Background: an optimization exercise with open tools, aiming at small area. Do not read the settings as production practice.
Function was checked by simulation only, so behaviour that the tests miss may differ from the original.
The flow treats the clock pin as an ideal source, which a real chip does not have.

== delta ==
Design feeder_top, start of the top module:
module feeder_top #(
    parameter int ADDR_W    = 16,
    parameter int SKEW_STEP = 3
) (
    input  logic                            i_clk,
    input  logic                            i_rst,
    input  logic                            i_start,
    input  logic [7:0]                      i_channel,
    input  logic [array_pkg::HEIGHT_W-1:0]  i_img_height,
    output logic                            o_sram_rden,
    output logic [ADDR_W-1:0]               o_sram_addr,
    input  logic [sram_pkg::WORD_W-1:0]     i_sram_data,
    output logic [74:0]                     o_win,
    output logic                            o_busy,
    output logic                            o_done
);
    logic              run_q;      
    logic [2:0]        ph_q;
    logic [7:0]        row_q;      
    logic [ADDR_W-1:0] addr_q;     
    logic              v1_q, v2_q;          
    logic              done_q;
    logic [7:0]        pix_q [1:12];        
    logic       start_ok;
    logic       empty;             
    logic       mul;               
    logic       rden;
    logic       v0;                
    logic       rd_last;           
    logic       real0;             
    logic       fill;              
    logic [7:0] acc_in;
    logic [7:0] mcand;
    logic [1:0] mbits;
    logic       carry;
    logic [9:0] acc_sum;
    logic [7:0] col_byte;          
    logic [7:0] pix_in;            
    assign start_ok = i_start && !o_busy;
    assign empty    = (i_img_height == 8'd0);
    assign mul      = start_ok || (run_q && !v1_q && ph_q < 3'd3);
    assign rden     = run_q && !mul && !empty;
    assign real0    = (row_q[7:1] != 7'd0) || (row_q[0] && ph_q[2]);
  ...
Size: about 130 flip-flops, about 180 I/O pins, ~4700 um^2 of cells after synthesis.
==> flow/config.mk <==
export PLATFORM = sky130hd
export DESIGN_NAME = feeder_top
export DESIGN_NICKNAME = feeder_top
export VERILOG_FILES = /design/flow/design.v
export SDC_FILE = /design/flow/constraint.sdc
export NUM_CORES = 4
export LEC_CHECK = 0
export CAP_MARGIN = 0
export CORE_MARGIN = 2
export CORE_UTILIZATION = 75
export SLEW_MARGIN = 0
==> flow/constraint.sdc <==
create_clock -name core_clock -period 6.0 [get_ports {i_clk}]
set_input_delay 1.2000 -clock core_clock [delete_from_list [all_inputs] [get_ports {i_clk}]]
set_output_delay 1.2000 -clock core_clock [all_outputs]
set_load 0.01 [all_outputs]
standard.sh (not shown) runs the stock make flow with config.mk's settings and CLKGATE_MAP_FILE= SYNTH_SCRIPT=/design/flow/synth_recipe.tcl, a recipe that flattens the netlist after the stock synthesis.
==> flow/flow/run.sh <==
#!/bin/bash
# The standard layout with four changes:
#  - synthesis leaves adders to ABC (no full/half-adder cells) and ABC maps
#    for area (flow/abc_area.script) instead of for speed; the synthesis is
#    otherwise the standard one, so the registers are the same;
#  - the smallest buffer on each port;
#  - a clock tree without dummy loads, built from clkbuf_8;
#  - at the end of CTS, each leaf clock buffer shrunk as far as its
#    flip-flops' clock slew allows (flow/shrink_clk.tcl).
# Each step's output goes to a log of its own here.
set -euo pipefail
here=$(pwd)
rm -rf "$here/scripts_area"
cp -r "$FLOW_HOME/scripts" "$here/scripts_area"
cp "$here/flow/abc_area.script" "$here/scripts_area/abc_area.script"
bash standard.sh ABC_AREA=1 "SCRIPTS_DIR=$here/scripts_area" ADDER_MAP_FILE= synth > synth.log 2>&1
bash standard.sh "BUFFER_PORTS_ARGS=-buffer_cell sky130_fd_sc_hd__buf_1" \
  "CTS_ARGS=-sink_clustering_enable -repair_clock_nets -dont_use_dummy_load -buf_list sky130_fd_sc_hd__clkbuf_8" \
  "POST_CTS_TCL=$here/flow/shrink_clk.tcl" finish > finish.log 2>&1
Other scripts of this flow, unchanged in this note and not shown: flow/flow/abc_area.script, flow/flow/shrink_clk.tcl
delta did not finish; the tool stopped in 5_1_grt with error GRT-0232.
Here is what was changed in the inputs of zinc compared with delta.
- CORE_UTILIZATION: 75 -> 85
Notes after the runs:
None of the runs delta and zinc ends with a clean layout. Compared with delta, in zinc number of flip-flops and latches in the synthesized netlist neither gained nor lost much, number of instances in the synthesized netlist neither gained nor lost much, die outline height lost 5.8%, effective utilization at floorplan picked up an extra 8.0 points, die span in x lost about 6%. Reported for delta and zinc, number of enable-type register cells in the synthesized netlist turned out identical to the last digit.
